Background: an optimization exercise with open tools, aiming at small area. Do not read the settings as production practice. At most, simulation tests tie the RTL to the original design; equivalence was not proved. Power and IR drop assume default switching activity.

// fract_resampler
module fract_resampler #(
    parameter int WIDTH   = 16,
    parameter int PHASE_W = 12,
    parameter int SR_BASE = 192
) (
    input  logic                 i_clk,
    input  logic                 i_rst_n,
    input  logic                 i_clear,
    input  logic [WIDTH-1:0]     i_din_i,
    input  logic [WIDTH-1:0]     i_din_q,
    input  logic                 i_din_vld,
    output logic                 o_rdy,
    output logic [2*WIDTH-1:0]   o_tdata,
    output logic                 o_tvalid,
    input  logic                 i_rdy,
    input  logic                 i_set_stb,
    input  logic [7:0]           i_set_addr,
    input  logic [31:0]          i_set_data,
    output logic [31:0]          o_out_cnt
);
Size: about 12000 sq um of cells after synthesis.
clock: 9.5 ns
lec_check: 0
abc_area: 1
cap_margin: 20
core_margin: 2
core_utilization: 40
slew_margin: 20
standard.sh (not shown) runs the stock make flow with config.mk's settings and CLKGATE_MAP_FILE= SYNTH_SCRIPT=/design/flow/synth_recipe.tcl, a recipe that flattens the netlist after the stock synthesis.
==> flow/flow/run.sh <==
#!/bin/bash
set -euo pipefail
bash standard.sh "BUFFER_PORTS_ARGS=-buffer_cell sky130_fd_sc_hd__buf_1" "CTS_ARGS=-sink_clustering_enable -repair_clock_nets -dont_use_dummy_load -buf_list sky130_fd_sc_hd__clkbuf_8" finish > flow_make.log 2>&1
The starting point finished clean.
Change:
Settings changed: CORE_UTILIZATION 40 to 65.
- maximum frequency grows by 0.52%
- first-iteration DRC count rose by 47%
- cell area came out lower by 1.8%
No run of this note included a check of the RTL's function; only the layout flow was run.

Another version of the RTL of fract_resampler (not shown whole).
For scale: ~150 flip-flops, ~12000 µm² of cells after synthesis.
export LEC_CHECK = 0
export ABC_AREA = 1
export ABC_CLOCK_PERIOD_IN_PS = 9500
export CAP_MARGIN = 20
export CORE_MARGIN = 2
export CORE_UTILIZATION = 40
export SLEW_MARGIN = 20
create_clock -name core_clock -period 9.5 [get_ports {i_clk}]
==> flow/flow/run.sh <==
#!/bin/bash
# Layout flow: the standard flow (standard.sh) with three changes:
#  - synthesis maps with flow/abc_area.script, an area-oriented ABC script (a copy of ORFS's
#    scripts folder with only that file replaced; registers are untouched by ABC);
#  - port buffers use the smallest buffer cell, sky130_fd_sc_hd__buf_1;
#  - clock tree synthesis uses clkbuf_8 buffers and inserts no dummy loads.
# Each make run's full output goes to its own log here; ORFS keeps per-step logs in orfs/logs/.
set -euo pipefail
rm -rf scripts_abc
cp -r "$FLOW_HOME/scripts" scripts_abc
cp flow/abc_area.script scripts_abc/abc_area.script
bash standard.sh "SCRIPTS_DIR=$PWD/scripts_abc" "SYNTH_ARGS=-noabc" synth > synth_make.log 2>&1
bash standard.sh "BUFFER_PORTS_ARGS=-buffer_cell sky130_fd_sc_hd__buf_1" \
  "CTS_ARGS=-sink_clustering_enable -repair_clock_nets -dont_use_dummy_load -buf_list sky130_fd_sc_hd__clkbuf_8" \
  finish > flow_make.log 2>&1
==> flow/flow/abc_area.script <==
&get -n
&st
&dch
&nf -R 1000
&put
topo
stime -c
The first run went through all stages and came out clean.
Rerun with:
--- a/flow/flow/run.sh
+++ b/flow/flow/run.sh
@@ -11,3 +11,3 @@
 cp flow/abc_area.script scripts_abc/abc_area.script
-bash standard.sh "SCRIPTS_DIR=$PWD/scripts_abc" "SYNTH_ARGS=-noabc" synth > synth_make.log 2>&1
+bash standard.sh "SCRIPTS_DIR=$PWD/scripts_abc" synth > synth_make.log 2>&1
 bash standard.sh "BUFFER_PORTS_ARGS=-buffer_cell sky130_fd_sc_hd__buf_1" \
First-iteration DRC count climbs by 0.81%.
Clock-buffer cell count stays the same.
Total power drops by 10%.
Cell count climbs by 2.6%.
Worst setup slack got worse by 0.18 ns.
Wire length climbs by 2.6%.
Register-to-register slack stays flat.
Via count climbs by 0.94%.

the reference run:
RTL: one of the versions met above, not the one the previous note started from.
Size in the first run: about 1300 cells after synthesis.
export LEC_CHECK = 0
export ABC_AREA = 1
export CAP_MARGIN = 20
export CORE_MARGIN = 2
export CORE_UTILIZATION = 40
export SLEW_MARGIN = 20
create_clock -name core_clock -period 9.5 [get_ports {i_clk}]
==> flow/flow/run.sh <==
#!/bin/bash
set -euo pipefail
bash standard.sh "BUFFER_PORTS_ARGS=-buffer_cell sky130_fd_sc_hd__buf_1" "CTS_ARGS=-sink_clustering_enable -repair_clock_nets -dont_use_dummy_load -sink_clustering_size 8 -buf_list {sky130_fd_sc_hd__clkbuf_4 sky130_fd_sc_hd__clkbuf_8}" finish > flow_make.log 2>&1
Modified inputs, the trial run compared to the reference run
==> flow/flow/run.sh <==
#!/bin/bash
set -euo pipefail
bash standard.sh "BUFFER_PORTS_ARGS=-buffer_cell sky130_fd_sc_hd__buf_1" "CTS_ARGS=-sink_clustering_enable -repair_clock_nets -dont_use_dummy_load" finish > flow_make.log 2>&1
[summary]
- The trial run finished all stages; the layout is clean.
- The reference run was carried through to the last stage, and its layout satisfied the timing, design-rule and antenna checks.
- Routed length on met1: the trial run > the reference run
- Between the reference run and the trial run, the flow reports reported net switching power increasing slightly.
- Status: largest voltage drop on the vdd net parity (the reference run, the trial run)
- [compare] base=the reference run new=the trial run: clock group share of total power increased by 5.1 points relative to the old numbers; ratio of total power to cell area went up; final wirelength comparable; power rose by 6.5%.
Function was not checked in any run of this note: the RTL went through the layout flow alone.

-- static timing again, ports no longer ideal --
The flow's constraints put no driver on any port. The routed layouts listed below were extracted and timed again, unchanged, in two steps.
Step 1: set_driving_cell puts a clkbuf_16 on i_clk and a buf_2 on each other input, an assumption about the parent block.
Step 2, shift: input delay + t, output delay - t, t = (earliest + latest rising clock arrival at the registers) / 2. This alone moves slack from input paths to output paths.
Three values: ideal ports, drivers, drivers and shift; two values: the first two.
| run | t, ns | setup WS [ns] | worst setup path after step 2 | latest minus earliest clock arrival (ns) | worst data-port slew with drivers (ns) |
|---|---|---|---|---|---|
| the first run of note 1 | 0.489 | 0.504 / 0.459 / 0.901 | input to register | 0.044 / 0.044 | 0.05 |
| the second run of note 1 | 0.496 | 0.551 / 0.511 / 0.850 | input to register | 0.044 / 0.044 | 0.05 |
| the first run of note 2 | 0.493 | 0.511 / 0.464 / 0.785 | input to register | 0.053 / 0.053 | 0.06 |
| the second run of note 2 | 0.520 | 0.330 / 0.285 / 0.802 | input to register | 0.039 / 0.039 | 0.05 |
| the reference run | 0.489 | 0.504 / 0.459 / 0.901 | input to register | 0.044 / 0.044 | 0.05 |
| the trial run | 0.472 | 0.533 / 0.484 / 0.900 | input to register | 0.030 / 0.030 | 0.05 |
After both steps every run listed still meets setup and hold.
